Context: an optimization exercise on an open-source flow, tuned for small area, a short achievable clock period and few clock cycles. The choices shown serve that exercise and are no tape-out recipe.
At most, simulation tests tie the RTL to the original design; equivalence was not proved.
No functional check of the RTL was part of runs 1 to 4.
Power and IR drop assume default switching activity.

--- flow/run.sh ---
#!/bin/bash
# synth_recipe.tcl (not shown) runs the flow's synth.tcl, then flattens the netlist and writes it again
# the make line also repeats each setting of config.mk as NAME=value (left out here)
make -C /OpenROAD-flow-scripts/flow DESIGN_CONFIG=/design/flow/config.mk WORK_HOME=/design/flow/orfs CLKGATE_MAP_FILE= SYNTH_SCRIPT=/design/flow/synth_recipe.tcl finish
--- flow/config.mk ---
export PLATFORM = sky130hd
export DESIGN_NAME = md_unit
export DESIGN_NICKNAME = md_unit
export VERILOG_FILES = /design/flow/design.v
export SDC_FILE = /design/flow/constraint.sdc
export NUM_CORES = 4
export LEC_CHECK = 0
export CAP_MARGIN = 20
export CELL_PAD_IN_SITES_DETAIL_PLACEMENT = 1
export CELL_PAD_IN_SITES_GLOBAL_PLACEMENT = 1
export CORE_MARGIN = 2
export CORE_UTILIZATION = 30
export PLACE_DENSITY = 0.45
export SETUP_SLACK_MARGIN = 2.0
export SLEW_MARGIN = 20
export TNS_END_PERCENT = 5
--- flow/constraint.sdc ---
create_clock -name core_clock -period 5.5 [get_ports {CLK}]
set_input_delay 1.1000 -clock core_clock [delete_from_list [all_inputs] [get_ports {CLK}]]
set_output_delay 1.1000 -clock core_clock [all_outputs]
set_load 0.01 [all_outputs]
--- flow/design.v ---
`default_nettype none
package md_pkg;
    localparam int XLEN = 32;    
    typedef enum logic [2:0] {
        OP_NONE  = 3'd0,
        OP_MULT  = 3'd1,
        OP_MULTU = 3'd2,
        OP_DIV   = 3'd3,
        OP_DIVU  = 3'd4,
        OP_MTHI  = 3'd5,
        OP_MTLO  = 3'd6
    } md_op_t;
endpackage
`default_nettype wire
`timescale 1ns/100ps
`default_nettype none
module md_unit (
    input  logic        CLK,
    input  logic        RST_X,
    input  logic        start,
    input  md_pkg::md_op_t op,
    input  logic [31:0] a,
    input  logic [31:0] b,
    output logic        busy,
    output logic        done,
    output logic [31:0] hi,
    output logic [31:0] lo
);
    localparam logic [3:0] S_IDLE  = 4'd0;
    localparam logic [3:0] S_MUL   = 4'd1;    
    localparam logic [3:0] S_MFIX  = 4'd2;    
    localparam logic [3:0] S_DNEG  = 4'd3;    
    localparam logic [3:0] S_DPRE  = 4'd4;    
    localparam logic [3:0] S_DIV   = 4'd5;    
    localparam logic [3:0] S_RCOR  = 4'd6;    
    localparam logic [3:0] S_RPREP = 4'd7;    
    localparam logic [3:0] S_RNEG  = 4'd8;    
    localparam logic [3:0] S_DSEL  = 4'd9;    
    logic [3:0]  state, state_n;
    logic [31:0] hi_n, lo_n;
    logic        hx, hx_n;           
    logic        hs, hs_n;           
    logic [31:0] m;                  
    logic        ms;                 
    logic        p, p_n;             
    logic [5:0]  cnt, cnt_n;         
    logic        sgn, na, qn, zb;    
    logic        sp, sp_n;           
    logic        done_n;
    logic [34:0] breg, breg_n, s;
    logic        bcin, bcin_n;
    logic [35:0] sum_c;
    assign sum_c = {hs, hs, hx, hi, 1'b1} + {breg, bcin};
    assign s     = sum_c[35:1];
    logic mk16, mk4;
    logic c16, c4;                   
    assign c16  = cnt[5] | cnt[4];
    assign c4   = |cnt[5:2];
    assign mk16 = (lo[15:0] == {16{p}}) && c16;
    assign mk4  = (lo[3:0]  == {4{p}})  && c4;
    logic [31:0] dv;                 
    logic [31:0] gmask;              
    logic        dk16, dk4, dlast, rneg;
    assign dv = m ^ {32{ms}};
    always_comb begin
        for (int j = 0; j < 31; j++) gmask[j] = ((dv >> (j + 1)) == '0);
        gmask[31] = 1'b1;
    end
    assign dk16 = ({hs, hx, hi[31:17]} == '0) && (({hi[16:0], lo[31:17]} & gmask) == '0)
                  && c16;
    assign dk4  = ({hs, hx, hi[31:29]} == '0) && (({hi[28:0], lo[31:29]} & gmask) == '0)
                  && c4;
    assign dlast = (cnt == '0);      
    assign rneg  = s[34];            
    logic is_mul, is_div, is_sgn, arith;
    assign is_mul = (op == md_pkg::OP_MULT) || (op == md_pkg::OP_MULTU);
    assign is_div = (op == md_pkg::OP_DIV)  || (op == md_pkg::OP_DIVU);
    assign is_sgn = (op == md_pkg::OP_MULT) || (op == md_pkg::OP_DIV);
    assign arith  = start && (is_mul || is_div);
    logic a_neg, b_neg, b_zero;
    assign a_neg  = is_sgn && a[31];
    assign b_neg  = is_sgn && b[31];
    assign b_zero = (b == '0);
    logic [2:0] sa, sb;
    logic       swap;
    always_comb begin
        for (int i = 0; i < 3; i++) begin
            sa[i] = ((a >> (8 * i + 8)) != ({32{a[31]}} >> (8 * i + 8)));
            sb[i] = ((b >> (8 * i + 8)) != ({32{b[31]}} >> (8 * i + 8)));
        end
    end
    assign swap = is_mul && ((sa & ~sb) != '0);
    logic [31:0] mpl, mcd;           
    assign mpl = swap ? b : a;
    assign mcd = swap ? a : b;
    function automatic logic [2:0] booth(input logic x1, input logic x0, input logic p0);
        booth[2] = x0 ^ p0;
        booth[1] = (x1 != x0) && (x0 == p0);
        booth[0] = x1 && !(x0 && p0);
    endfunction
    function automatic logic [35:0] dmul(input logic [2:0] d, input logic [34:0] x);
        logic [34:0] v;
        v = ((x & {35{d[2]}}) | ({x[33:0], 1'b0} & {35{d[1]}})) ^ {35{d[0]}};
        dmul = {v, d[0]};
    endfunction
    logic [1:0]  lom_n;              
    logic [1:0]  xsel;               
    logic [2:0]  dig;                
    logic [34:0] xop;
    logic        mend;               
    logic [34:0] m35, a35, b35, h35;
    assign m35 = {{2{ms}}, ms, m};
    assign a35 = {{3{is_sgn & a[31]}}, a};
    assign b35 = {{3{is_sgn & b[31]}}, b};
    assign h35 = {3'b000, hi};
    logic h_hold, h_a, h_mst, h_ms4, h_ms16, h_s, h_dst, h_ds4, h_ds16;
    logic l_hold, l_mpl, l_mst, l_ms4, l_ms16, l_s, l_dst, l_ds4, l_ds16;
    logic x_dlast;                   
    always_comb begin
        state_n = state;
        p_n     = p;
        cnt_n   = cnt;
        done_n  = 1'b0;
        lom_n   = lo[3:2];
        xsel    = 2'd0;
        dig     = 3'b000;
        mend    = 1'b0;
        sp_n    = sp;
        {h_hold, h_a, h_mst, h_ms4, h_ms16, h_s, h_dst, h_ds4, h_ds16} = '0;
        {l_hold, l_mpl, l_mst, l_ms4, l_ms16, l_s, l_dst, l_ds4, l_ds16} = '0;
        x_dlast = 1'b0;
        if (start) begin
            if (is_mul) begin
                cnt_n   = 6'd32;
                l_mpl   = 1'b1;
                p_n     = 1'b0;
                state_n = S_MUL;
                xsel    = swap ? 2'd1 : 2'd2;
                dig     = booth(mpl[1], mpl[0], 1'b0);
            end else if (is_div) begin
                cnt_n   = 6'd32;
                l_mpl   = 1'b1;
                if (b_zero || (!a_neg && !b_neg)) begin
                    state_n = S_DIV;
                    xsel    = 2'd2;
                    dig     = 3'b101;                       
                end else if (a_neg) begin
                    h_a     = 1'b1;
                    state_n = b_neg ? S_DPRE : S_DNEG;
                    xsel    = 2'd1;
                    dig     = 3'b011;                       
                end else begin
                    h_a     = 1'b1;
                    state_n = S_DPRE;
                    xsel    = 2'd2;
                    dig     = 3'b100;                       
                end
            end else if (op == md_pkg::OP_MTHI) begin
                h_a    = 1'b1;
                l_hold = 1'b1;
            end else if (op == md_pkg::OP_MTLO) begin
                h_hold = 1'b1;
                l_mpl  = 1'b1;
            end else begin
                h_hold = 1'b1;
                l_hold = 1'b1;
            end
        end else begin
            case (state)
                S_MUL: begin
                    if (mk16) begin
                        h_ms16 = 1'b1;
                        l_ms16 = 1'b1;
                        cnt_n  = cnt - 6'd16;
                        lom_n  = lo[17:16];
                        mend   = (cnt == 6'd16);
                    end else if (mk4) begin
                        h_ms4  = 1'b1;
                        l_ms4  = 1'b1;
                        cnt_n  = cnt - 6'd4;
                        lom_n  = lo[5:4];
                        mend   = (cnt == 6'd4);
                    end else begin
                        h_mst  = 1'b1;
                        l_mst  = 1'b1;
                        p_n    = lo[1];
                        cnt_n  = cnt - 6'd2;
                        lom_n  = lo[3:2];
                        mend   = (cnt == 6'd2);
                    end
                    dig = booth(lom_n[1], lom_n[0], p_n);
                    if (mend) begin
                        if (!sgn && p_n) begin
                            state_n = S_MFIX;
                            dig     = 3'b100;                   
                        end else begin
                            state_n = S_IDLE;
                            done_n  = 1'b1;
                        end
                    end
                end
                S_MFIX: begin
                    h_s     = 1'b1;
                    l_hold  = 1'b1;
                    state_n = S_IDLE;
                    done_n  = 1'b1;
                end
                S_DNEG: begin
                    h_s     = 1'b1;
                    l_hold  = 1'b1;
                    state_n = S_DPRE;
                    dig     = 3'b101;                           
                end
                S_DPRE: begin
                    l_s     = 1'b1;
                    sp_n    = rneg;
                    dig     = {2'b10, !ms};                     
                    if (qn) begin
                        h_hold  = 1'b1;
                        state_n = S_DSEL;
                    end else begin
                        state_n = S_DIV;
                    end
                end
                S_DSEL: begin
                    dig = {2'b10, !ms};                         
                    if (sp) begin
                        h_hold = 1'b1;
                        if (na) state_n = S_RPREP;
                        else begin
                            state_n = S_IDLE;
                            done_n  = 1'b1;
                        end
                    end else begin
                        l_hold  = 1'b1;
                        state_n = S_DIV;
                    end
                end
                S_DIV: begin
                    if (zb) begin
                        state_n = S_IDLE;
                        done_n  = 1'b1;
                    end else if (dk16) begin
                        h_ds16 = 1'b1;
                        l_ds16 = 1'b1;
                        cnt_n  = cnt - 6'd16;
                    end else if (dk4) begin
                        h_ds4  = 1'b1;
                        l_ds4  = 1'b1;
                        cnt_n  = cnt - 6'd4;
                    end else begin
                        l_dst  = 1'b1;
                        cnt_n  = cnt - 6'd1;
                        if (dlast) begin
                            h_s     = 1'b1;
                            x_dlast = 1'b1;
                            if (rneg)     state_n = S_RCOR;
                            else if (na)  state_n = S_RPREP;
                            else begin
                                state_n = S_IDLE;
                                done_n  = 1'b1;
                            end
                        end else begin
                            h_dst = 1'b1;
                        end
                    end
                    dig = {2'b10, !hs_n ^ ms};
                end
                S_RCOR: begin
                    h_s    = 1'b1;
                    l_hold = 1'b1;
                    if (na) state_n = S_RPREP;
                    else begin
                        state_n = S_IDLE;
                        done_n  = 1'b1;
                    end
                end
                S_RPREP: begin
                    h_hold  = 1'b1;
                    l_hold  = 1'b1;
                    state_n = S_RNEG;
                    xsel    = 2'd3;
                    dig     = 3'b011;                           
                end
                S_RNEG: begin
                    h_s     = 1'b1;
                    l_hold  = 1'b1;
                    state_n = S_IDLE;
                    done_n  = 1'b1;
                end
                default: begin
                    h_hold = 1'b1;
                    l_hold = 1'b1;
                end
            endcase
        end
    end
    always_comb begin
        hi_n = ({32{h_hold}} & hi)
             | ({32{h_a}}    & a)
             | ({32{h_mst}}  & s[33:2])
             | ({32{h_ms4}}  & {{4{hx}}, hi[31:4]})
             | ({32{h_ms16}} & {{16{hx}}, hi[31:16]})
             | ({32{h_s}}    & s[31:0])
             | ({32{h_dst}}  & {s[30:0], lo[31]})
             | ({32{h_ds4}}  & {hi[27:0], lo[31:28]})
             | ({32{h_ds16}} & {hi[15:0], lo[31:16]});
        lo_n = ({32{l_hold}} & lo)
             | ({32{l_mpl}}  & mpl)
             | ({32{l_mst}}  & {s[1:0], lo[31:2]})
             | ({32{l_ms4}}  & {hi[3:0], lo[31:4]})
             | ({32{l_ms16}} & {hi[15:0], lo[31:16]})
             | ({32{l_s}}    & s[31:0])
             | ({32{l_dst}}  & {lo[30:0], rneg ^ !qn})
             | ({32{l_ds4}}  & {lo[27:0], {4{qn}}})
             | ({32{l_ds16}} & {lo[15:0], {16{qn}}});
        hx_n = (h_hold & hx) | h_ms4 & hx | h_ms16 & hx | (h_mst & s[34])
             | (h_dst & s[31]) | (h_ds4 & hi[28]) | (h_ds16 & hi[16])
             | (x_dlast & rneg) | (h_s & !x_dlast & hx);
        hs_n = (h_hold & hs) | h_ms4 & hs | h_ms16 & hs | (h_mst & s[34])
             | ((h_dst | x_dlast) & rneg) | (h_s & !x_dlast & hs);
    end
    always_comb begin
        case (xsel)
            2'd0:    xop = m35;
            2'd1:    xop = a35;
            2'd2:    xop = b35;
            default: xop = h35;
        endcase
    end
    assign {breg_n, bcin_n} = dmul(dig, xop);
    always_ff @(posedge CLK or negedge RST_X) begin
        if (!RST_X) begin
            state <= S_IDLE;
            done  <= 1'b0;
            hi    <= '0;
            lo    <= '0;
        end else begin
            state <= state_n;
            done  <= done_n;
            hi    <= hi_n;
            lo    <= lo_n;
        end
    end
    always_ff @(posedge CLK) begin
        hx   <= hx_n;
        hs   <= hs_n;
        p    <= p_n;
        cnt  <= cnt_n;
        breg <= breg_n;
        bcin <= bcin_n;
        sp   <= sp_n;
        if (arith) begin
            m   <= mcd;
            ms  <= is_sgn && mcd[31];
            sgn <= is_sgn;
            na  <= a_neg;
            qn  <= a_neg ^ b_neg;
            zb  <= b_zero;
        end
    end
    assign busy = (state != S_IDLE);
endmodule
`default_nettype wire
==> results of run 1 <==
[logic make-up after synthesis]
logic type / Yosys count / synth area share, %
AND/OR/NAND/NOR: 515 / 18.4
AO/OA/AOI/OAI: 613 / 33.9
buffers and inverters: 208 / 6.67
adder cells (fa/ha/maj): 48 / 4.31
XOR/XNOR: 75 / 4.65
multiplexers: 65 / 4.94
flip-flops: 151 / 27.1
[cell type report]
cell class / count / area, um2
fill: 5325 / 27300
multi-input combinational: 1318 / 10400
sequential: 151 / 3830
timing repair buffer: 331 / 3410
tap: 607 / 759
clock buffer: 22 / 495
inverter: 38 / 145
clock inverter: 10 / 80.1
antenna: 2 / 5.00
[worst paths after layout]
kind / startpoint / endpoint / slack, ns / cells after the start
hold / removal: RST_X / lo[0] / 0.41 / 1
setup / recovery: start / lo[1] / 1.72 / 11
setup reg to reg: ms / hi[22] / 1.77 / 13
hold reg to reg: lo[2] / lo[6] / 0.70 / 2
min in group core_clock: lo[2] / lo[6] / 0.70 / 2
max in group asynchronous: RST_X / hi[24] / 3.84 / 2
[report_power, final]
group	switching [W]	leakage (nW)	internal [W]
Combinational	0.00446	5.38	0.00268
Sequential	0.000858	1.59	0.00159
Clock	0.000596	0.290	0.000647
[per-stage QoR]
stage          total power (W)  setup slack, ns  std cells  utilization [%]
2_1_floorplan          0.00574             1.66       1675                -
3_3_place_gp           0.00864            0.426       2356             35.2
3_5_place_dp           0.00865            0.474       2356             35.2
4_1_cts                 0.0105             1.79       2459             40.0
5_1_grt                 0.0112             1.67       2477             41.2
6_report                0.0108             1.72       2479             41.2
[registers in the layout (all words and copies together) (netlist names)]
| register | count |
|---|---|
| bcin | 1 |
| breg | 34 |
| cnt | 6 |
| done | 1 |
| hi | 32 |
| hs | 1 |
| hx | 1 |
| lo | 32 |
| m | 32 |
| ms | 1 |
| na | 1 |
| p | 1 |
| qn | 1 |
| sgn | 1 |
| sp | 1 |
| state | 4 |
| zb | 1 |
[Yosys cell counts, drive strengths merged, types with 11 or more instances]
master | n | area [um2]
o2bb2ai | 26 | 228
xor2 | 53 | 464
a21o | 19 | 143
buf | 67 | 412
nand3 | 70 | 350
a31oi | 17 | 113
or3 | 15 | 93.8
xnor2 | 22 | 193
o221ai | 17 | 149
a22oi | 34 | 255
mux2i | 31 | 310
clkbuf | 103 | 388
a221o | 56 | 561
mux2 | 34 | 387
nor4 | 18 | 146
o22ai | 41 | 263
o21a | 11 | 90.1
a222oi | 43 | 430
o21ai | 59 | 307
a21oi | 105 | 529
nand4 | 28 | 175
nor2 | 94 | 368
inv | 36 | 135
nand2b | 12 | 75.1
nand2 | 178 | 678
nor3 | 33 | 213
a221oi | 76 | 785
edfxtp | 45 | 1350
ha | 47 | 588
dfxtp | 37 | 741
or4 | 16 | 139
dfrtp | 69 | 1730
o211ai | 33 | 263
[per-layer routing]
layer,vias up,track usage [%],routed length [um]
met1,8530,50.7,39600
li1,7003,-,-
met5,-,0,15
met2,942,52.1,37800
met3,200,8.63,8430
met4,2,13.8,3690
[what timing repair did]
| action | CTS | global route |
|---|---|---|
| endpoints found under the setup margin | 164 | 134 |
| resized for setup | 228 | 80 |
| pin swaps | 42 | 39 |
| buffers inserted | 57 | 16 |
| cloned | 14 | 2 |
==> run_results.csv, run 1 <==
group,metric,value,unit
timing,finalCriticalPeriod,3.78,ns
timing,clock.fmax,264,MHz
route,drc_errors,0,
setup_path,worst_path_most_repeated_cell,"buf_4",
synthesis,ys_ff_latch,151,
global_route,grt_pass1_vias,16300,
clock_tree,cts_buffers,17,
setup_path,crit_path_cell_trace,"dlygate4sd2_1 > buf_4 > nor2_1 > nand2_1 > buf_4 > inv_1 > buf_4 > a222oi_1 > nand2_1 > a21oi_1 > o221ai_1",
setup_path,critPathArrivalTime,4.10,ns
synthesis,syn_inst,1675,
setup_path,path_max_fanout,21,
setup_path,worst_setup_path_end_kind,"flop",
timing,rsz0062_at_grt,"true",
global_route,grt_overflow,0,
placement,place.gp.congestion,0.956,
cells_and_area,drive_gt1_share,25.0,%
route,ant_nets,0,
synthesis,synth_enable_flop_cells,45,
floorplan,die_x,221,um
power_and_ir_drop,ir_drop,276,uV
setup_path,worst_path_largest_cell_delay,0.53,ns
clock_tree,clkTransAtPathRegs,0.08,ns
cells_and_area,final_nets,1975,
clock_tree,htree_levels,4,
synthesis,synth_seq_area_share,27.1,%
synthesis,synth.cell_area,14100,um2
route,drt-initial-drc-count,2206,
clock_tree,clock_path_buffers,2,
route,wl_per_cell,36.1,um
route,routed_wl,89600,um
global_route,track_usage,35.8,%
synthesis,syn-num-nets,1793,
timing,setup_viol,0,
timing,period_share,68.8,%
setup_path,crit_family,"buffers and inverters",
synthesis,async_flop_share,45.7,%
floorplan,coreArea,46500,um2
setup_path,cp-start-kind,"primary input",
route,vias,16700,
clock_tree,insertion_delay,0.52,ns
setup_path,critical_path_class,"primary input to flop",
power_and_ir_drop,power_density,566,nW/um2
clock_tree,postCtsHoldBufs,0,
min_path,hold_class,"primary input to asynchronous set/reset pin",
flow_run,drv_cap,0,
clock_tree,cts_sinks,151,
placement,hpwl,63000,um
route,dr.pass1.iters,9,
setup_path,cp_data_required_time,5.82,ns
floorplan,start_util,30.4,%
global_route,grt_start_max_net_pins,63,
status,status,"timing/DRC/antenna clean",
synthesis,ys.flop_type,"dfrtp_1",
setup_path,crit_buf_inv,5,
floorplan,die_h,221,um
cells_and_area,mostFrequentLayoutCells,"nand2_1, buf_4, a21oi_1, clkdlybuf4s50_1, nor2_1",
timing,fin_skew,0.0184,ns
timing,slew_headroom,32.9,%
placement,portBuffers,135,
route,routed_via_density,6.73,
timing,slew_viol_final,0,
synthesis,synth.avg_cell_area,8.43,um2
cells_and_area,fin_area,19100,um2
cells_and_area,area_delta_synth_final,35.5,%
timing,fin_setup_tns,0,ns
cells_and_area,layout_commonest_cell,"nand2_1",
placement,placedInstanceArea,16300,um2
synthesis,synth_cell_types,95,
power_and_ir_drop,power.static_leakage,7.26,nW
setup_path,crit_slowest_cell,"dlygate4sd2_1",
synthesis,yosys_warnings,1,
floorplan,fp.dieArea,48800,um2
timing,hold_viol,0,
clock_tree,cts_tree,"built",
timing,tightest_slew,1.00,ns
clock_tree,clockRootBuffer,"clkbuf_16",
floorplan,rows,79,
floorplan,io_pins,136,
timing,fin_hold_ws,0.412,ns
global_route,grt_pass1_wl,127000,um
global_route,antenna_found_initial,1,
==> run 2: changes to the inputs <==
--- a/flow/config.mk
+++ b/flow/config.mk
@@ -5,6 +5,7 @@
 export SDC_FILE = /design/flow/constraint.sdc
 export NUM_CORES = 4
 export LEC_CHECK = 0
+export ABC_AREA = 1
 export CAP_MARGIN = 20
 export CELL_PAD_IN_SITES_DETAIL_PLACEMENT = 1
 export CELL_PAD_IN_SITES_GLOBAL_PLACEMENT = 1
==> run 2 against run 1 <==
Compared with the run above: combinational power increased by 14%; clock skew increased by 0.0010 ns; global-route usage increased by 4.2 points; first-iteration DRC count increased by 13%; cell count increased by 43%; flip-flop and latch count unchanged; hold slack got worse by 0.0049 ns; setup slack improved by 0.12 ns; total power increased by 9.6%; utilization decreased by 1.5 points.
==> run_results.csv, run 2 <==
group,metric,value,unit
setup_path,crit_end,"hi[4]",
synthesis,yosysTopAreaCellShare,19.1,%
cells_and_area,final_cells,3541,
cells_and_area,area_delta_synth_final,30.1,%
cells_and_area,drive_gt1_share,15.5,%
setup_path,crit_buf_inv,0,
floorplan,fp.dieArea,54400,um2
timing,tightest_slew,1.10,ns
setup_path,critPathArrivalTime,3.97,ns
setup_path,r2r_setup_slack,1.84,ns
synthesis,async_flop_share,45.7,%
route,routed_via_density,6.07,
floorplan,start_util,30.5,%
route,wl_per_cell,32.0,um
floorplan,die_x,233,um
status,status,"timing/DRC/antenna clean",
timing,finalCriticalPeriod,3.66,ns
global_route,track_usage,40.0,%
cells_and_area,largest_register_ffs,34,
timing,slew_viol_final,0,
timing,clock.fmax,273,MHz
route,routed_wl,113000,um
synthesis,yosys_warnings,1,
route,vias,21500,
placement,dp_cells,3431,
synthesis,ys.flop_type,"dfrtp_1",
timing,hold_viol,0,
setup_path,crit_slowest_cell,"xor2_1",
clock_tree,cts_sinks,151,
global_route,grt_pass1_vias,20600,
synthesis,syn-num-nets,2766,
cells_and_area,layout_commonest_cell,"nand2_1",
synthesis,synth.avg_cell_area,5.95,um2
setup_path,r2r-end,"hi[4]",
synthesis,yosysMostFrequentCell,"nand2_1",
route,dr.pass1.iters,6,
floorplan,io_pins,136,
clock_tree,cts_buffers,17,
synthesis,ys_top_cells_by_area,"nand2_1, dfrtp_1, edfxtp_1",
setup_path,reg2reg_from,"hi[1]",
setup_path,worst_path_most_repeated_cell,"a21oi_1",
placement,portBuffers,135,
floorplan,die_h,233,um
timing,slew_headroom,26.1,%
setup_path,cp-start-kind,"flop",
synthesis,synth_enable_flop_cells,45,
route,drc_errors,0,
placement,hpwl,86100,um
power_and_ir_drop,total_power,0.0119,W
global_route,grt_overflow,0,
flow_run,drv_cap,0,
timing,fin_setup_tns,0,ns
floorplan,coreArea,51600,um2
setup_path,crit_path_cell_trace,"ha_1 > a21oi_1 > nand2_1 > a21boi_2 > xor2_1 > o22ai_1 > a21oi_1 > o2111ai_1 > a21oi_2 > o221ai_1",
synthesis,synth_cell_types,56,
global_route,grt_pass1_wl,154000,um
timing,setup_viol,0,
setup_path,path_max_fanout,6,
timing,period_share,66.5,%
floorplan,rows,83,
setup_path,crit_start,"hi[1]",
route,ant_nets,0,
synthesis,synthTopCellsByCount,"nand2_1, inv_1, nor2_1",
route,drt-initial-drc-count,2483,
clock_tree,htree_levels,4,
synthesis,synth.cell_area,15800,um2
timing,rsz0062_at_grt,"true",
synthesis,synth_seq_area_share,24.2,%
clock_tree,clock_path_buffers,2,
setup_path,worst_path_largest_cell_delay,0.89,ns
cells_and_area,final_nets,2965,
synthesis,yosys.area.top_type,"nand2_1",
global_route,grt_start_max_net_pins,65,
cells_and_area,mostFrequentLayoutCells,"nand2_1, inv_1, nor2_1, a21oi_1, nand3_1",
setup_path,worst_r2r_path_depth,10,
timing,fin_skew,0.0194,ns
setup_path,cp_data_required_time,5.81,ns
setup_path,critical_path_class,"flop to flop",
power_and_ir_drop,power.static_leakage,9.46,nW
clock_tree,insertion_delay,0.52,ns
global_route,antenna_found_initial,2,
clock_tree,clkTransAtPathRegs,0.08,ns
cells_and_area,max_flop_register,"breg",
setup_path,crit_family,"compound AO/OA/AOI/OAI gates",
setup_path,cp.depth,10,
setup_path,worst_setup_path_end_kind,"flop",
synthesis,syn_inst,2648,
power_and_ir_drop,power_density,579,nW/um2
clock_tree,cts_tree,"built",
placement,place.gp.congestion,1.02,
clock_tree,clockRootBuffer,"clkbuf_16",
timing,setup_ws,1.84,ns
min_path,hold_class,"primary input to asynchronous set/reset pin",
placement,dp_slack,0.375,ns
synthesis,ys_ff_latch,151,
power_and_ir_drop,ir_drop,320,uV
-- run 2: timing repair --
item / 4_1_cts / 5_1_grt
gates cloned: 3 / 13
endpoints found under the setup margin: 168 / 169
setup buffers: 15 / 46
endpoints found under the hold margin: 0 / 0
hold buffers: 0 / 0
resized for setup: 98 / 231
pin swaps: 4 / 25
-- run 2: how the worst min path moves through the flow --
stage / end / slack [ns] / cells after the start
after floorplan: hx / 0.54 / 2
after global placement: state[1] / 0.59 / 2
after detailed placement: lo[10] / 0.59 / 2
after CTS: done / 0.39 / 1
after global routing: done / 0.40 / 1
final: state[3] / 0.41 / 1
-- run 2: final cells by class --
type	count	area, um2
fillers	6721	31100
multi-input cells	2072	11000
flip-flops and latches	151	3830
repair buffers	283	2840
inverters	315	1280
well taps	680	851
clock buffers	17	425
clock inverters	15	181
repair inverters	7	58.8
diodes	1	2.50
-- run 2: cell families (layout without fill, tap and decap cells) --
kind of cell,after synthesis,in the layout,share of synthesized area [%]
AOI/OAI and AO/OA,554,554,21.0
xor gates and xnor gates,30,30,1.67
adders and majority gates,48,48,3.86
buffers and inverters,428,637,10.9
DFF,151,151,24.2
other,0,1,0
and+or+nand+nor,1437,1440,38.3
-- run 2: routing by layer --
layer	GRT usage (%)	up-vias	part of all wire [%]
li1	-	9260	-
met1	51.7	10600	41
met3	9.22	360	9.7
met4	25.3	2	7.5
met2	59.8	1275	42
met5	0	-	0.0097
-- run 2: through the flow --
| stage | utilization (%) | hold slack, ns | instance area [um2] |
|---|---|---|---|
| floorplan | - | 0.541 | 15800 |
| global placement | 35.1 | 0.594 | 18100 |
| detailed placement | 35.1 | 0.591 | 18100 |
| CTS | 37.2 | 0.393 | 19200 |
| global route | 39.7 | 0.403 | 20500 |
| finish | 39.7 | 0.407 | 20500 |
-- run 2: power breakdown --
group	leakage [nW]	total [W]	internal (W)	switching, W
Sequential	1.59	0.00243	0.00160	0.000832
Combinational	7.57	0.00815	0.00243	0.00571
Clock	0.298	0.00130	0.000616	0.000681
==> run 3: changes to the inputs <==
--- a/flow/design.v
+++ b/flow/design.v
@@ -140,7 +140,7 @@
             end else if (is_div) begin
                 cnt_n   = 6'd32;
                 l_mpl   = 1'b1;
-                if (b_zero || (!a_neg && !b_neg)) begin
+                if (!a_neg && !b_neg) begin
                     state_n = S_DIV;
                     xsel    = 2'd2;
                     dig     = 3'b101;                       
--- a/flow/config.mk
+++ b/flow/config.mk
@@ -5,7 +5,6 @@
 export SDC_FILE = /design/flow/constraint.sdc
 export NUM_CORES = 4
 export LEC_CHECK = 0
-export ABC_AREA = 1
 export CAP_MARGIN = 20
 export CELL_PAD_IN_SITES_DETAIL_PLACEMENT = 1
 export CELL_PAD_IN_SITES_GLOBAL_PLACEMENT = 1
==> run 3 against run 2 <==
Compared with the run above: largest power group unchanged; critical endpoint is now lo[8]; sequential power increased by 2%; utilization increased by 0.68 points; still clean; critical path type unchanged; non-clock buffer count increased by 40; cell count decreased by 29%.
==> run_results.csv, run 3 <==
group,metric,value,unit
clock_tree,cts_buffers,17,
floorplan,io_pins,136,
synthesis,synthTopCellsByCount,"nand2_1, nor2_1, clkbuf_1",
route,routed_wl,90000,um
setup_path,crit_buf_inv,4,
synthesis,synth.cell_area,14100,um2
synthesis,synth_seq_area_share,27.1,%
synthesis,ys.flop_type,"dfrtp_1",
timing,rsz0062_at_grt,"true",
cells_and_area,final_nets,2022,
synthesis,synth.avg_cell_area,8.11,um2
clock_tree,htree_levels,4,
placement,place.gp.congestion,0.929,
route,routed_via_density,6.69,
synthesis,ys_top_cells_by_area,"dfrtp_1, edfxtp_1, nand2_1",
synthesis,synth_cell_types,89,
synthesis,yosys_warnings,1,
cells_and_area,area_delta_synth_final,33.4,%
global_route,grt_start_max_net_pins,65,
cells_and_area,largest_register_ffs,34,
floorplan,coreArea,46500,um2
route,ant_nets,0,
route,dr.pass1.iters,7,
timing,setup_viol,0,
floorplan,start_util,30.3,%
power_and_ir_drop,ir_drop,429,uV
synthesis,yosysMostFrequentCell,"nand2_1",
timing,slew_headroom,28.6,%
setup_path,cp-start-kind,"flop",
timing,clock.fmax,262,MHz
cells_and_area,max_flop_register,"breg",
power_and_ir_drop,total_power,0.0116,W
placement,hpwl,63800,um
timing,setup_ws,1.69,ns
cells_and_area,fin_util,40.4,%
floorplan,die_h,221,um
placement,portBuffers,135,
synthesis,ys_ff_latch,151,
setup_path,crit_family,"compound AO/OA/AOI/OAI gates",
cells_and_area,layout_commonest_cell,"nand2_1",
route,drt-initial-drc-count,2344,
synthesis,yosys.area.top_type,"dfrtp_1",
timing,fin_setup_tns,0,ns
setup_path,critical_path_class,"flop to flop",
placement,dp_slack,0.327,ns
power_and_ir_drop,power.static_leakage,7.21,nW
flow_run,drv_cap,0,
power_and_ir_drop,power_density,616,nW/um2
cells_and_area,mostFrequentLayoutCells,"nand2_1, buf_4, nor2_1, a21oi_1, clkdlybuf4s50_1",
global_route,grt_overflow,0,
setup_path,crit_path_cell_trace,"buf_4 > buf_4 > bufbuf_16 > and4_1 > o21ai_0 > o2111ai_4 > a211o_1 > or3_4 > nor2_4 > buf_4 > nand2_2 > o2111ai_1 > a211o_1",
timing,fin_skew,0.0166,ns
cells_and_area,drive_gt1_share,21.0,%
global_route,grt_pass1_vias,16100,
setup_path,crit_slowest_cell,"edfxtp_1",
clock_tree,cts_tree,"built",
min_path,hold_class,"primary input to asynchronous set/reset pin",
timing,hold_viol,0,
timing,finalCriticalPeriod,3.81,ns
global_route,track_usage,36.0,%
clock_tree,cts_sinks,151,
global_route,antenna_found_initial,2,
floorplan,die_x,221,um
floorplan,rows,79,
synthesis,yosysTopAreaCellShare,12.3,%
setup_path,path_max_fanout,17,
setup_path,worst_setup_path_end_kind,"flop",
synthesis,syn-num-nets,1853,
synthesis,async_flop_share,45.7,%
setup_path,cp_data_required_time,5.95,ns
route,wl_per_cell,35.6,um
clock_tree,insertion_delay,0.51,ns
synthesis,syn_inst,1734,
clock_tree,clock_path_buffers,2,
route,vias,16900,
timing,slew_viol_final,0,
clock_tree,postCtsHoldBufs,0,
timing,period_share,69.3,%
synthesis,synth_enable_flop_cells,45,
route,drc_errors,0,
setup_path,worst_path_most_repeated_cell,"buf_4",
timing,tightest_slew,1.07,ns
status,status,"timing/DRC/antenna clean",
setup_path,worst_path_largest_cell_delay,0.48,ns
clock_tree,clkTransAtPathRegs,0.07,ns
setup_path,critPathArrivalTime,4.26,ns
clock_tree,clockRootBuffer,"clkbuf_16",
floorplan,fp.dieArea,48600,um2
global_route,grt_pass1_wl,124000,um
[run 3: changes by cell type after synthesis, sizes merged, moves of 53 or more]
cell	previous run	this run
a21oi	199	114
inv	313	35
a221o	0	58
nor2	307	118
a221oi	23	77
nand2	816	202
clkbuf	66	119
nand3	201	51
o21ai	166	79
[run 3: area by class of cell]
class	instances	area, um2
Antenna cell	1	2.50
Clock buffer	21	462
Clock inverter	11	120
Fill cell	5356	27700
Inverter	35	131
Multi-Input combinational cell	1375	10300
Sequential cell	151	3840
Tap cell	607	759
Timing Repair Buffer	323	3160
[run 3: what timing repair did]
action	CTS	global route
endpoints found under the setup margin	172	108
pin swaps	36	24
setup buffers	54	23
resized for setup	187	53
gates cloned	6	5
endpoints found under the hold margin	0	0
[run 3: per-layer routing]
| metal | track usage, % | vias up | wire [um] |
|---|---|---|---|
| met2 | 52.9 | 1006 | 38400 |
| li1 | - | 7119 | - |
| met1 | 51.6 | 8571 | 39100 |
| met4 | 14.8 | 0 | 4090 |
| met5 | 0 | - | 0 |
| met3 | 6.72 | 199 | 8410 |
[run 3: path summary, 6_finish.rpt]
path | from | end | slack, ns | cells past startpoint
setup / recovery | ms | lo[8] | 1.69 | 13
min in group core_clock | lo[2] | lo[6] | 0.70 | 2
setup reg to reg | ms | lo[8] | 1.69 | 13
hold reg to reg | lo[2] | lo[6] | 0.70 | 2
max in group asynchronous | RST_X | hi[30] | 3.79 | 2
hold / removal | RST_X | state[2] | 0.39 | 1
[run 3: logic make-up after synthesis]
group | count (synthesis) | synth area share, %
flops | 151 | 27.1
xor+xnor | 75 | 4.67
fa+ha+maj | 49 | 4.41
buf+inv | 208 | 6.16
mux | 69 | 5.19
simple gates | 542 | 18.4
compound gates | 640 | 34.1
[run 3: power by group]
group          switching (W)  internal [W]  total, W
combinational        0.00485       0.00296   0.00782
sequential          0.000861       0.00161   0.00247
clock               0.000571      0.000693   0.00126
[run 3: metrics by stage]
stage | hold slack [ns] | instances | instance area (um2)
floorplan | 0.472 | 1734 | 14100
detailed placement | 0.647 | 2403 | 16400
finish | 0.392 | 2524 | 18800
CTS | 0.363 | 2495 | 18300
global placement | 0.643 | 2403 | 16400
global route | 0.375 | 2523 | 18800
==> run 4: changes to the inputs <==
--- a/flow/design.v
+++ b/flow/design.v
@@ -58,13 +58,13 @@
     assign c4   = |cnt[5:2];
     assign mk16 = (lo[15:0] == {16{p}}) && c16;
     assign mk4  = (lo[3:0]  == {4{p}})  && c4;
-    logic [31:0] dv;                 
+    logic [4:0]  dmsb;               
+    logic [4:0]  dmsb_n;
+    logic [31:0] dv_in;
     logic [31:0] gmask;              
     logic        dk16, dk4, dlast, rneg;
-    assign dv = m ^ {32{ms}};
     always_comb begin
-        for (int j = 0; j < 31; j++) gmask[j] = ((dv >> (j + 1)) == '0);
-        gmask[31] = 1'b1;
+        for (int j = 0; j < 32; j++) gmask[j] = (5'(j) >= dmsb);
     end
     assign dk16 = ({hs, hx, hi[31:17]} == '0) && (({hi[16:0], lo[31:17]} & gmask) == '0)
                   && c16;
@@ -81,6 +81,11 @@
     assign a_neg  = is_sgn && a[31];
     assign b_neg  = is_sgn && b[31];
     assign b_zero = (b == '0);
+    assign dv_in  = b ^ {32{b_neg}};
+    always_comb begin
+        dmsb_n = '0;
+        for (int j = 1; j < 32; j++) if (dv_in[j]) dmsb_n = 5'(j);
+    end
     logic [2:0] sa, sb;
     logic       swap;
     always_comb begin
@@ -357,6 +362,7 @@
             na  <= a_neg;
             qn  <= a_neg ^ b_neg;
             zb  <= b_zero;
+            dmsb <= dmsb_n;
         end
     end
     assign busy = (state != S_IDLE);
==> run 4 against run 3 <==
Compared with the run above: hold slack better by 0.16 ns; combinational power down 3.2%; critical path depth rose by 1; critical path type is now primary input to flop; cell count increased by 5.1%; utilization is 0.34 points higher.
==> run_results.csv, run 4 <==
group,metric,value,unit
timing,rsz0062_at_grt,"true",
power_and_ir_drop,ir_drop,285,uV
global_route,antenna_found_initial,4,
cells_and_area,final_nets,2141,
timing,clock.fmax,270,MHz
timing,finalCriticalPeriod,3.70,ns
power_and_ir_drop,internal_power,0.00533,W
synthesis,synth.cell_area,14600,um2
flow_run,drv_cap,0,
placement,hpwl,63500,um
floorplan,start_util,30.4,%
floorplan,die_x,224,um
synthesis,syn_inst,1861,
timing,fin_skew,0.0181,ns
synthesis,ys_top_cells_by_area,"dfrtp_1, edfxtp_1, nand2_1",
synthesis,yosys_warnings,1,
clock_tree,clockRootBuffer,"clkbuf_16",
synthesis,syn-num-nets,1980,
clock_tree,insertion_delay,0.51,ns
timing,hold_viol,0,
synthesis,yosysMostFrequentCell,"nand2_1",
floorplan,die_h,224,um
cells_and_area,max_flop_register,"breg",
global_route,grt_overflow,0,
global_route,track_usage,35.4,%
timing,period_share,67.3,%
synthesis,ys_ff_latch,156,
synthesis,synth_cell_types,83,
power_and_ir_drop,power_density,587,nW/um2
clock_tree,clkTransAtPathRegs,0.07,ns
route,drc_errors,0,
power_and_ir_drop,switching_share,53.4,%
cells_and_area,largest_register_ffs,34,
setup_path,critical_path_class,"primary input to flop",
clock_tree,postCtsHoldBufs,0,
timing,setup_viol,0,
power_and_ir_drop,power.static_leakage,7.61,nW
synthesis,synth_seq_area_share,27.3,%
power_and_ir_drop,pwr-share-clk,11.5,%
route,routed_wl,90200,um
synthesis,ys.flop_type,"dfrtp_1",
floorplan,io_pins,136,
timing,fin_setup_tns,0,ns
synthesis,async_flop_share,44.2,%
route,wl_per_cell,34.0,um
clock_tree,clock_path_buffers,2,
setup_path,r2r_setup_slack,1.81,ns
floorplan,coreArea,47800,um2
power_and_ir_drop,pwr-share-seq,22.3,%
route,ant_nets,0,
cells_and_area,layout_commonest_cell,"nand2_1",
synthesis,synth.avg_cell_area,7.82,um2
timing,fin_hold_ws,0.549,ns
route,drt-initial-drc-count,2137,
cells_and_area,drive_gt1_share,24.8,%
floorplan,rows,80,
clock_tree,htree_levels,4,
timing,tightest_slew,0.946,ns
floorplan,fp.dieArea,50300,um2
placement,place.gp.congestion,0.926,
global_route,grt_start_max_net_pins,61,
synthesis,yosysTopAreaCellShare,11.9,%
timing,slew_viol_final,0,
clock_tree,cts_tree,"built",
setup_path,cp-start-kind,"primary input",
power_and_ir_drop,p_comb_share,66.2,%
setup_path,path_max_fanout,8,
status,status,"timing/DRC/antenna clean",
global_route,grt_pass1_vias,17300,
timing,slew_headroom,36.3,%
cells_and_area,area_delta_synth_final,33.9,%
global_route,grt_pass1_wl,129000,um
power_and_ir_drop,switchingPower,0.00611,W
synthesis,synth_enable_flop_cells,50,
clock_tree,cts_sinks,156,
setup_path,cp_data_required_time,5.93,ns
route,routed_via_density,6.60,
cells_and_area,mostFrequentLayoutCells,"nand2_1, buf_4, nor2_1, a21oi_1, clkdlybuf4s50_1",
route,dr.pass1.iters,8,
route,vias,17500,
setup_path,critPathArrivalTime,4.13,ns
placement,portBuffers,135,
synthesis,synthTopCellsByCount,"nand2_1, clkbuf_1, a21oi_1",
clock_tree,cts_buffers,17,
synthesis,yosys.area.top_type,"dfrtp_1",
min_path,hold_class,"primary input to asynchronous set/reset pin",
setup_path,worst_setup_path_end_kind,"flop",
[run 4: cell types whose count changed after synthesis, moves of 18 or more]
cell | before | now
nand2_1 | 201 | 235
clkbuf_1 | 116 | 149
xor2_1 | 49 | 17
a21oi_1 | 113 | 141
xnor2_1 | 26 | 52
nor2_1 | 118 | 140
nand3_1 | 51 | 70
a22o_1 | 19 | 1
[run 4: repair_timing]
item | in CTS | in global routing
pin swaps | 46 | 23
gates resized for setup | 274 | 59
endpoints found under the hold margin | 0 | 0
setup buffers | 63 | 16
cloned | 11 | 2
endpoints found under the setup margin | 140 | 99
[run 4: final timing paths]
check | depth (start not counted) | start | end
max in group asynchronous | 2 | RST_X | hi[22]
hold / removal | 1 | RST_X | state[1]
min in group core_clock | 2 | cnt[1] | cnt[1]
setup / recovery | 14 | a[28] | breg[32]
setup reg to reg | 15 | hi[24] | breg[24]
hold reg to reg | 2 | cnt[1] | cnt[1]
[run 4: metal layers]
layer	track usage [%]	routed length, um
met5	0	27
met4	14.2	3660
met3	6.35	6950
met2	53.4	39200
met1	49.8	40300
[run 4: cells by family (layout without fill, tap and decap cells)]
family          count (synthesis)  after routing  synth area share (%)
compound gates                666            668                  33.4
fa+ha+maj                      50             50                  4.33
other cells                     0              2                     0
xor+xnor                       69             69                  4.15
flops                         156            156                  27.3
buf+inv                       233            404                  6.49
simple gates                  630            631                  20.2
mux                            57             57                  4.20
[run 4: power by group through the flow]
stage               clock [W]  combinational [W]  sequential (W)
floorplan                   0            0.00413         0.00200
global placement            0            0.00657         0.00255
detailed placement          0            0.00662         0.00254
CTS                   0.00132            0.00725         0.00250
global route          0.00137            0.00799         0.00255
finish                0.00132            0.00757         0.00255
[run 4: cell type report]
class | instances | area (um2)
fill | 5567 | 28400
multi-input combinational | 1475 | 10800
sequential | 156 | 3990
timing repair buffer | 328 | 3140
tap | 615 | 769
clock buffer | 24 | 567
inverter | 44 | 176
clock inverter | 8 | 60.1
antenna | 2 | 5.00
[run 4: worst max-delay path: stages]
cell	delay, ns
dlygate4sd2_1	0.24
or4_4	0.55
nor2_4	0.16
o22ai_4	0.10
o211ai_4	0.29
buf_6	0.14
mux2i_1	0.18
buf_4	0.15
nand2_4	0.04
a311o_2	0.49
buf_12	0.17
buf_16	0.14
a22oi_2	0.20
xnor2_1	0.15
[run 4: stage by stage]
step / setup WS, ns / instances / power [W] / instance area, um2 / utilization [%]
floorplan: 1.77 / 1861 / 0.00612 / 15000 / -
global route: 1.74 / 2650 / 0.0119 / 19500 / 40.7
global placement: 0.506 / 2526 / 0.00912 / 17200 / 35.9
finish: 1.80 / 2652 / 0.0114 / 19500 / 40.7
CTS: 1.84 / 2632 / 0.0111 / 19100 / 40.0
detailed placement: 0.467 / 2526 / 0.00916 / 17200 / 35.9
==> run 5: changes to the inputs <==
--- a/flow/design.v
+++ b/flow/design.v
@@ -141,7 +141,7 @@
                 p_n     = 1'b0;
                 state_n = S_MUL;
                 xsel    = swap ? 2'd1 : 2'd2;
-                dig     = booth(mpl[1], mpl[0], 1'b0);
+                dig     = swap ? booth(b[1], b[0], 1'b0) : booth(a[1], a[0], 1'b0);
             end else if (is_div) begin
                 cnt_n   = 6'd32;
                 l_mpl   = 1'b1;
==> run 5 against run 4 <==
Compared with the run above: still clean on timing, DRC and antenna; flip-flop and latch count is the same; cell count shrank 1.2%; hold slack lost 0.012 ns; register-to-register slack lost 0.08 ns; synthesized cell count shrank 1.0%; sequential power shrank 2%; critical path depth shrank 1; non-clock buffer count shrank 7; clock power shrank 3%; via count shrank 2.1%; utilization shrank 1.7 points.
==> run_results.csv, run 5 <==
group,metric,value,unit
placement,hpwl,62000,um
global_route,grt_overflow,0,
timing,fin_hold_ws,0.536,ns
setup_path,worst_setup_path_end_kind,"flop",
global_route,track_usage,34.3,%
global_route,antenna_found_initial,2,
cells_and_area,area_delta_synth_final,29.2,%
cells_and_area,final_cells,2621,
cells_and_area,layout_commonest_cell,"nand2_1",
setup_path,r2r_setup_slack,1.73,ns
clock_tree,cts_buffers,17,
clock_tree,insertion_delay,0.52,ns
synthesis,yosys_warnings,1,
status,status,"timing/DRC/antenna clean",
synthesis,synth.cell_area,14300,um2
floorplan,coreArea,47400,um2
synthesis,synthTopCellsByCount,"nand2_1, a21oi_1, clkbuf_1",
timing,slew_headroom,27.8,%
synthesis,yosys.area.top_type,"dfrtp_1",
route,vias,17100,
synthesis,syn-num-nets,1961,
route,route.met2.wl,36600,um
clock_tree,clockRootBuffer,"clkbuf_16",
power_and_ir_drop,ir_drop,305,uV
cells_and_area,fin_area,18500,um2
setup_path,worst_r2r_path_depth,13,
floorplan,rows,80,
global_route,grt_pass1_wl,124000,um
placement,placedInstanceArea,16600,um2
route,wl_per_cell,32.9,um
clock_tree,htree_levels,4,
power_and_ir_drop,power.static_leakage,7.39,nW
global_route,grt_pass1_vias,17100,
timing,setup_ws,1.73,ns
timing,tightest_slew,1.08,ns
timing,rsz0062_at_grt,"true",
synthesis,syn_inst,1842,
synthesis,synth_enable_flop_cells,50,
floorplan,fp.dieArea,49600,um2
timing,slew_viol_final,0,
global_route,grt_start_max_net_pins,61,
route,dr.pass1.iters,8,
route,drt-met1-wl,38800,um
placement,portBuffers,135,
setup_path,cp-start-kind,"flop",
synthesis,ys_top_cells_by_area,"dfrtp_1, edfxtp_1, nand2_1",
floorplan,io_pins,136,
timing,fin_setup_tns,0,ns
route,routed_via_density,6.54,
timing,fin_skew,0.0156,ns
synthesis,ys.flop_type,"dfrtp_1",
cells_and_area,max_flop_register,"breg",
cells_and_area,final_nets,2112,
clock_tree,clkTransAtPathRegs,0.07,ns
timing,clock.fmax,265,MHz
synthesis,yosysMostFrequentCell,"nand2_1",
synthesis,synth_seq_area_share,27.7,%
synthesis,ys_ff_latch,156,
synthesis,async_flop_share,44.2,%
clock_tree,clock_path_buffers,2,
route,routed_wl,86200,um
route,routed.top_layer,"met5",
min_path,hold_class,"primary input to asynchronous set/reset pin",
setup_path,critical_path_class,"flop to flop",
floorplan,die_x,223,um
route,drt-initial-drc-count,2118,
cells_and_area,largest_register_ffs,34,
setup_path,critPathArrivalTime,4.17,ns
route,ant_nets,0,
floorplan,die_h,223,um
floorplan,start_util,30.2,%
clock_tree,cts_sinks,156,
synthesis,synth_cell_types,94,
setup_path,r2r-end,"hi[10]",
cells_and_area,drive_gt1_share,17.8,%
power_and_ir_drop,power_density,591,nW/um2
timing,period_share,68.6,%
route,dr_wl_met3,7060,um
synthesis,synth.avg_cell_area,7.79,um2
setup_path,reg2reg_from,"dmsb[4]",
placement,dp_slack,0.519,ns
timing,finalCriticalPeriod,3.77,ns
placement,dp_cells,2524,
synthesis,yosysTopAreaCellShare,12.0,%
cells_and_area,mostFrequentLayoutCells,"nand2_1, buf_4, a21oi_1, nor2_1, o21ai_0",
cells_and_area,diodes,0,
clock_tree,cts_tree,"built",
timing,setup_viol,0,
timing,hold_viol,0,
placement,place.gp.congestion,0.881,
flow_run,drv_cap,0,
setup_path,path_max_fanout,48,
route,drc_errors,0,
setup_path,cp_data_required_time,5.89,ns
==> run 5: kinds of logic (layout without fill, tap and decap cells) <==
logic type,Yosys count,after routing,share of synthesized area [%]
AND/OR/NAND/NOR,617,617,19.8
buffers and inverters,229,392,7.02
XOR/XNOR,74,74,4.52
adder cells (fa/ha/maj),50,50,4.40
AO/OA/AOI/OAI,690,691,34.7
flip-flops,156,156,27.7
multiplexers,26,26,1.87
==> run 5: through the flow <==
step / util, % / power (W)
final: 39.1 / 0.0110
after global routing: 39.1 / 0.0114
after detailed placement: 35.1 / 0.00889
after global placement: 35.1 / 0.00886
after CTS: 38.4 / 0.0107
after floorplan: - / 0.00589
==> run 5: power by group <==
part / total (W) / internal, W / switching [W]
clock: 0.00128 / 0.000708 / 0.000575
combinational: 0.00716 / 0.00275 / 0.00441
sequential: 0.00251 / 0.00165 / 0.000859
==> run 5: layout make-up <==
type	count	area (um2)
fill	5604	28900
multi-input combinational	1458	9970
sequential	156	3990
timing repair buffer	321	3070
tap	615	769
clock buffer	20	437
inverter	39	158
clock inverter	12	144
==> run 5: worst max-delay path by stage <==
stage	start	slack (ns)	cells past startpoint	end
finish	dmsb[4]	1.73	13	hi[10]
global placement	b[25]	0.50	12	breg[7]
floorplan	b[8]	1.90	14	breg[4]
detailed placement	b[25]	0.52	12	breg[7]
global route	b[10]	1.63	13	breg[4]
CTS	b[26]	1.76	14	breg[15]
==> run 5: metal layers <==
metal	global-route usage, %	up-vias
met5	0	-
met4	15.4	2
met3	6.93	214
met2	50.9	898
met1	47.9	8663
li1	-	7358
==> run 5: worst max-delay path, stage by stage, from the launching register on <==
cell and delay (ns):
edfxtp_1 0.52, clkinvlp_4 0.22, a22oi_1 0.19, o2111ai_1 0.21
a2111oi_2 0.38, nor4b_4 0.38, o2111ai_4 0.23, buf_4 0.22
nor2_4 0.08, buf_4 0.53, nand2_1 0.11, o2111ai_1 0.25
a221oi_2 0.09, o21ai_0 0.15
==> run 5: timing repair <==
item | CTS | global route
cloned | 6 | 1
gates resized for setup | 161 | 52
hold buffers | 0 | 0
setup endpoints to repair | 140 | 106
pin swaps | 29 | 8
buffers inserted | 41 | 17
Testbench counts of run 5, summed over its fixed seeds: cycles 13,480.
==> run 6: changes to the inputs <==
--- a/flow/config.mk
+++ b/flow/config.mk
@@ -9,8 +9,8 @@
 export CELL_PAD_IN_SITES_DETAIL_PLACEMENT = 1
 export CELL_PAD_IN_SITES_GLOBAL_PLACEMENT = 1
 export CORE_MARGIN = 2
-export CORE_UTILIZATION = 30
-export PLACE_DENSITY = 0.45
+export CORE_UTILIZATION = 35
+export PLACE_DENSITY = 0.6
 export SETUP_SLACK_MARGIN = 2.0
 export SLEW_MARGIN = 20
 export TNS_END_PERCENT = 5
==> run 6 against run 5 <==
Compared with the run above: still clean on timing, DRC and antenna; sequential power grew 6%; first-iteration DRC count grew 24%; clock-buffer cell count grew 5; design area grew 2.4%; flip-flop and latch count is the same; global-route usage grew 2.9 points; largest cell class unchanged; highest routed layer unchanged.
==> run_results.csv, run 6 <==
group,metric,value,unit
power_and_ir_drop,pwr-share-clk,11.9,%
cells_and_area,multiInputGateArea,10500,um2
route,wl_per_cell,32.3,um
cells_and_area,final_cells,2546,
synthesis,yosys_warnings,1,
route,routed_via_density,6.88,
timing,rsz0062_at_grt,"true",
floorplan,fp.dieArea,42600,um2
floorplan,io_pins,136,
power_and_ir_drop,p_comb_share,64.1,%
synthesis,synth.avg_cell_area,7.79,um2
route,ant_nets,0,
timing,slew_viol_final,0,
clock_tree,insertion_delay,0.48,ns
flow_run,drv_cap,0,
power_and_ir_drop,power_density,584,nW/um2
setup_path,crit_path_cell_trace,"dlygate4sd2_1 > or4_4 > o21ai_2 > o311a_1 > o31ai_4 > buf_6 > a21oi_2 > buf_4 > nand2_1 > a21oi_1 > a22oi_2 > xnor2_1",
timing,tightest_slew,1.02,ns
power_and_ir_drop,power.static_leakage,7.50,nW
clock_tree,clockRootBuffer,"clkbuf_16",
synthesis,yosysTopAreaCellShare,12.0,%
global_route,grt_overflow,0,
cells_and_area,diodes,0,
setup_path,worst_path_largest_cell_delay,0.60,ns
clock_tree,cts_sinks,156,
route,dr.pass1.iters,9,
cells_and_area,seqCellArea,4000,um2
floorplan,start_util,35.3,%
global_route,grt_pass1_wl,116000,um
synthesis,synth.cell_area,14300,um2
cells_and_area,layout_commonest_cell,"nand2_1",
clock_tree,clock_path_buffers,2,
clock_tree,htree_levels,4,
global_route,grt_start_max_net_pins,65,
placement,dp_cells,2431,
placement,hpwl,56700,um
synthesis,yosysMostFrequentCell,"nand2_1",
floorplan,coreArea,40600,um2
timing,fin_skew,0.0140,ns
synthesis,syn-num-nets,1961,
floorplan,die_h,206,um
route,routed_wl,82200,um
synthesis,ys_ff_latch,156,
route,drt-initial-drc-count,2632,
status,status,"timing/DRC/antenna clean",
cells_and_area,area_delta_synth_final,32.3,%
cells_and_area,mostFrequentLayoutCells,"nand2_1, buf_4, a21oi_1, nor2_1, o21ai_0",
synthesis,synth_seq_area_share,27.7,%
route,drc_errors,0,
clock_tree,cts_buffers,17,
synthesis,ys_top_cells_by_area,"dfrtp_1, edfxtp_1, nand2_1",
setup_path,path_max_fanout,34,
timing,finalCriticalPeriod,3.71,ns
cells_and_area,drive_gt1_share,21.7,%
timing,hold_viol,0,
route,vias,17500,
cells_and_area,final_nets,2120,
cells_and_area,max_flop_register,"breg",
placement,place.gp.congestion,0.956,
global_route,antenna_found_initial,2,
power_and_ir_drop,internal_power,0.00522,W
power_and_ir_drop,switching_share,52.9,%
timing,fin_setup_tns,0,ns
clock_tree,cts_tree,"built",
setup_path,critical_path_class,"primary input to flop",
synthesis,async_flop_share,44.2,%
min_path,hold_class,"primary input to asynchronous set/reset pin",
global_route,grt_pass1_vias,16900,
setup_path,cp_data_required_time,5.87,ns
floorplan,rows,74,
timing,fin_hold_ws,0.420,ns
floorplan,die_x,206,um
synthesis,synth_cell_types,94,
power_and_ir_drop,total_power,0.0111,W
cells_and_area,fill_cells,4789,
synthesis,yosys.area.top_type,"dfrtp_1",
timing,period_share,67.4,%
setup_path,critPathArrivalTime,4.08,ns
timing,setup_viol,0,
synthesis,synth_enable_flop_cells,50,
power_and_ir_drop,switchingPower,0.00586,W
synthesis,ys.flop_type,"dfrtp_1",
synthesis,synthTopCellsByCount,"nand2_1, a21oi_1, clkbuf_1",
timing,slew_headroom,32.1,%
synthesis,syn_inst,1842,
setup_path,crit_slowest_cell,"or4_4",
clock_tree,clkTransAtPathRegs,0.07,ns
global_route,track_usage,37.2,%
timing,clock.fmax,270,MHz
setup_path,worst_setup_path_end_kind,"flop",
placement,portBuffers,135,
cells_and_area,largest_register_ffs,34,
power_and_ir_drop,pwr-share-seq,24.0,%
setup_path,cp-start-kind,"primary input",
power_and_ir_drop,ir_drop,246,uV
## run 6: layout make-up
cell class | count | area share, %
flip-flops and latches | 156 | 21.1
repair buffers | 321 | 16.1
well taps | 532 | 3.51
clock inverters | 7 | 0.376
inverters | 39 | 0.811
clock buffers | 25 | 2.95
multi-input cells | 1466 | 55.2
## run 6: final timing paths
kind,startpoint,end,slack (ns),depth (start not counted)
worst min-delay path,RST_X,done,0.42,1
worst max register to register,lo[0],breg[26],1.85,13
worst min register to register,hs,hs,0.61,2
min in group core_clock,hs,hs,0.61,2
max in group asynchronous,RST_X,hi[19],3.74,2
worst max-delay path,b[28],breg[13],1.79,12
## run 6: per-layer routing
metal | routed length (um) | GRT usage (%)
met1 | 33100 | 50.4
met2 | 35300 | 55.5
met3 | 8810 | 8.63
met4 | 5000 | 18.1
met5 | 26 | 0
## run 6: timing repair
| item | CTS | global route |
|---|---|---|
| resized for setup | 134 | 177 |
| hold buffers | 0 | 0 |
| cloned | 7 | 8 |
| setup endpoints to repair | 143 | 102 |
| setup buffers | 37 | 30 |
| pin swaps | 31 | 66 |
## run 6: cells by family (layout without fill, tap and decap cells)
group	Yosys count	count (layout)	synth area share (%)
multiplexers	26	26	1.87
adder cells (fa/ha/maj)	50	50	4.40
XOR/XNOR	74	74	4.52
buffers and inverters	229	392	7.02
AND/OR/NAND/NOR	617	621	19.8
flip-flops	156	156	27.7
AO/OA/AOI/OAI	690	695	34.7
## run 6: power by group through the flow
stage / Sequential (W) / Combinational [W] / Clock, W
floorplan: 0.00200 / 0.00389 / 0
global placement: 0.00258 / 0.00595 / 0
detailed placement: 0.00258 / 0.00601 / 0
CTS: 0.00255 / 0.00639 / 0.00132
global route: 0.00264 / 0.00747 / 0.00136
finish: 0.00266 / 0.00710 / 0.00132
## run 6: worst max-delay path: cells and delay by family
family                    cells  cell delay [ns]
AOI/OAI and AO/OA             6             1.08
xor gates and xnor gates      1             0.15
buffers and inverters         3             0.90
and+or+nand+nor               2             0.81
## run 6: through the flow
stage	instance area [um2]	setup WS (ns)	utilization (%)
2_1_floorplan	14300	1.90	-
3_3_place_gp	16500	0.287	40.5
3_5_place_dp	16500	0.262	40.5
4_1_cts	17900	1.76	44.1
5_1_grt	19000	1.71	46.7
6_report	19000	1.79	46.7
==> run 7: changes to the inputs <==
--- a/flow/config.mk
+++ b/flow/config.mk
@@ -9,8 +9,8 @@
 export CELL_PAD_IN_SITES_DETAIL_PLACEMENT = 1
 export CELL_PAD_IN_SITES_GLOBAL_PLACEMENT = 1
 export CORE_MARGIN = 2
-export CORE_UTILIZATION = 35
-export PLACE_DENSITY = 0.6
-export SETUP_SLACK_MARGIN = 2.0
+export CORE_UTILIZATION = 30
+export PLACE_DENSITY = 0.45
+export SETUP_SLACK_MARGIN = 3.0
 export SLEW_MARGIN = 20
 export TNS_END_PERCENT = 5
==> run 7 against run 6 <==
Compared with the run above: sequential power is 2% lower; flip-flop and latch count stayed put; clock skew is 0.0046 ns higher; critical path type unchanged; critical endpoint is now lo[22]; highest routed layer unchanged.
==> run_results.csv, run 7 <==
group,metric,value,unit
status,status,"timing/DRC/antenna clean",
synthesis,synthTopCellsByCount,"nand2_1, a21oi_1, clkbuf_1",
global_route,grt_pass1_vias,16500,
clock_tree,insertion_delay,0.51,ns
floorplan,fp.dieArea,49600,um2
global_route,track_usage,33.5,%
power_and_ir_drop,power_density,580,nW/um2
route,routed_wl,85300,um
synthesis,yosys_warnings,1,
clock_tree,cts_sinks,156,
synthesis,synth-compound-area-share,34.7,%
route,routed_via_density,6.42,
global_route,grt_start_max_net_pins,61,
route,dr.pass1.iters,10,
cells_and_area,fin_area,19200,um2
setup_path,worst_r2r_path_depth,14,
timing,period_share,67.6,%
clock_tree,clkTransAtPathRegs,0.07,ns
synthesis,ys_top_cells_by_area,"dfrtp_1, edfxtp_1, nand2_1",
setup_path,critical_path_class,"primary input to flop",
synthesis,synth-simple-area-share,19.8,%
floorplan,start_util,30.2,%
cells_and_area,layout_commonest_cell,"nand2_1",
timing,rsz0062_at_grt,"true",
floorplan,io_pins,136,
floorplan,die_x,223,um
timing,fin_skew,0.0186,ns
synthesis,ys.flop_type,"dfrtp_1",
timing,hold_viol,0,
timing,clock.fmax,269,MHz
cells_and_area,final_nets,2139,
clock_tree,htree_levels,4,
cells_and_area,max_flop_register,"breg",
synthesis,synth.avg_cell_area,7.79,um2
floorplan,rows,80,
placement,dp_slack,0.447,ns
placement,place.gp.congestion,0.904,
route,drt-initial-drc-count,2000,
floorplan,coreArea,47400,um2
synthesis,synth.cell_area,14300,um2
setup_path,critPathArrivalTime,4.09,ns
setup_path,cp-start-kind,"primary input",
timing,slew_headroom,40.6,%
placement,portBuffers,135,
synthesis,synth_enable_flop_cells,50,
synthesis,yosys.area.top_type,"dfrtp_1",
flow_run,drv_cap,0,
timing,slew_viol_final,0,
route,wl_per_cell,32.2,um
setup_path,path_max_fanout,7,
cells_and_area,largest_register_ffs,34,
synthesis,yosys.area_share.xor_xnor,4.52,%
cells_and_area,drive_gt1_share,22.7,%
timing,tightest_slew,0.891,ns
timing,setup_viol,0,
min_path,hold_class,"primary input to asynchronous set/reset pin",
floorplan,die_h,223,um
clock_tree,cts_tree,"built",
setup_path,worst_setup_path_end_kind,"flop",
clock_tree,cts_buffers,17,
placement,placedInstanceArea,16600,um2
route,ant_nets,0,
global_route,antenna_found_initial,2,
synthesis,async_flop_share,44.2,%
setup_path,r2r_setup_slack,1.83,ns
timing,fin_setup_tns,0,ns
synthesis,synthMuxAreaShare,1.87,%
synthesis,synth_top_family_by_area,"compound AO/OA/AOI/OAI gates",
synthesis,yosysTopAreaCellShare,12.0,%
synthesis,synth_cell_types,94,
timing,setup_ws,1.78,ns
synthesis,syn_inst,1842,
setup_path,cp_data_required_time,5.87,ns
global_route,grt_pass1_wl,122000,um
power_and_ir_drop,total_power,0.0112,W
clock_tree,clockRootBuffer,"clkbuf_16",
cells_and_area,area_delta_synth_final,34.1,%
timing,finalCriticalPeriod,3.72,ns
synthesis,synth_seq_area_share,27.7,%
synthesis,yosysMostFrequentCell,"nand2_1",
route,drc_errors,0,
cells_and_area,fin_util,40.6,%
synthesis,synth_adder_area_share,4.40,%
placement,hpwl,61300,um
power_and_ir_drop,power.static_leakage,7.46,nW
global_route,grt_overflow,0,
clock_tree,clock_path_buffers,2,
synthesis,syn-num-nets,1961,
route,vias,17000,
cells_and_area,mostFrequentLayoutCells,"nand2_1, buf_4, a21oi_1, nor2_1, o21ai_0",
synthesis,ys_ff_latch,156,
power_and_ir_drop,ir_drop,256,uV
## run 7: cell types whose count changed in the layout (fill, tap and decap cells not counted), moves of 8 or more
cell,delta
buf_4,+16
dlymetal6s2s_1,-12
a21oi_1,-10
a21oi_2,+9
a22oi_1,+8
a22oi_2,-8
dlygate4sd2_1,+8
## run 7: critical path: stages
cell and delay [ns]:
buf_8 0.11, or3_4 0.37, or4_4 0.58, o21ai_2 0.14
o311a_1 0.25, o31ai_4 0.15, buf_12 0.17, buf_12 0.13
mux2i_2 0.34, o211ai_1 0.13, a221o_1 0.27, a21oi_1 0.23
o21ai_0 0.12
## run 7: cells by family (layout without fill, tap and decap cells)
| group | count (synthesis) | after routing |
|---|---|---|
| and+or+nand+nor | 617 | 618 |
| AOI/OAI and AO/OA | 690 | 691 |
| buffers and inverters | 229 | 418 |
| xor gates and xnor gates | 74 | 74 |
| adders and majority gates | 50 | 50 |
| DFF | 156 | 156 |
| muxes | 26 | 26 |
| other | 0 | 1 |
## run 7: area by class of cell
cell class / instances / area [um2]
Antenna cell: 1 / 2.50
Clock buffer: 19 / 433
Clock inverter: 13 / 171
Fill cell: 5589 / 28200
Inverter: 39 / 164
Multi-Input combinational cell: 1459 / 10400
Sequential cell: 156 / 4000
Tap cell: 615 / 769
Timing Repair Buffer: 346 / 3340
Timing Repair inverter: 1 / 5.00
## run 7: final timing paths
| path | from | end |
|---|---|---|
| worst min register to register | hx | hx |
| worst max register to register | breg[15] | state[1] |
| min in group core_clock | hx | hx |
| worst min-delay path | RST_X | state[1] |
| max in group asynchronous | RST_X | lo[19] |
| worst max-delay path | b[25] | lo[22] |
## run 7: what timing repair did
action                                  CTS  global route
endpoints found under the setup margin  267           266
hold buffers                              0             0
cloned                                    6             6
pin swaps                                33            33
resized for setup                       201           137
setup buffers                            57            31
endpoints found under the hold margin     0             0
## run 7: metal layers
metal | up-vias | routed length [um] | global-route usage [%] | part of all wire (%)
met3 | 219 | 7190 | 7.04 | 8.4
met4 | 2 | 3970 | 12.6 | 4.7
li1 | 7414 | - | - | -
met2 | 839 | 36300 | 49.9 | 43
met1 | 8524 | 37800 | 47.4 | 44
met5 | - | 13 | 0 | 0.015
## run 7: per-stage QoR
| stage | cells | hold WS [ns] |
|---|---|---|
| after floorplan | 1842 | 0.450 |
| after global placement | 2516 | 0.616 |
| after detailed placement | 2516 | 0.619 |
| after CTS | 2611 | 0.415 |
| after global routing | 2648 | 0.426 |
| final | 2649 | 0.441 |
## run 7: where the power goes
group / switching, W / internal [W] / leakage (nW)
sequential: 0.000961 / 0.00166 / 1.63
combinational: 0.00437 / 0.00285 / 5.54
clock: 0.000581 / 0.000753 / 0.290
total: 0.00591 / 0.00526 / 7.46

what the ideal ports hide:
In the flow no input, the clock included, has a driving cell. The finished layouts below were timed again as built, in two steps.
Step 1 sets driving cells, clkbuf_16 on the clock port and buf_2 on the other inputs (assumed; they add their load-dependent delay and slew).
Step 2 moves the port delays by t, midway between the first and last clock arrival at a register: inputs arrive t later, outputs are due t later. That takes back most of the time a late clock gives input paths.
Three values: ideal, step 1, step 2; two values: the first two.
run	t, ns	setup WS [ns]	hold WS [ns]	slew at the worst register clock pin (ns)	worst slew at a driven data input, ns
run 1	0.569	1.719 / 1.739 / 1.171	0.412 / 0.373 / 0.698	0.08 / 0.08	0.06
run 2	0.565	1.840 / 1.840 / 1.393	0.407 / 0.376 / 0.618	0.08 / 0.08	0.04
run 3	0.557	1.686 / 1.686 / 1.224	0.392 / 0.355 / 0.700	0.07 / 0.07	0.04
run 4	0.563	1.801 / 1.810 / 1.272	0.549 / 0.508 / 0.678	0.08 / 0.08	0.05
run 5	0.572	1.727 / 1.727 / 1.196	0.536 / 0.497 / 0.647	0.07 / 0.07	0.05
run 6	0.526	1.791 / 1.811 / 1.285	0.420 / 0.396 / 0.610	0.07 / 0.07	0.05
run 7	0.565	1.780 / 1.793 / 1.228	0.441 / 0.408 / 0.617	0.08 / 0.08	0.06
After both steps setup and hold are still met in every run listed. For run 7, which loses most, drivers alone change the setup slack by +0.013 ns; drivers and shift together by -0.552 ns.
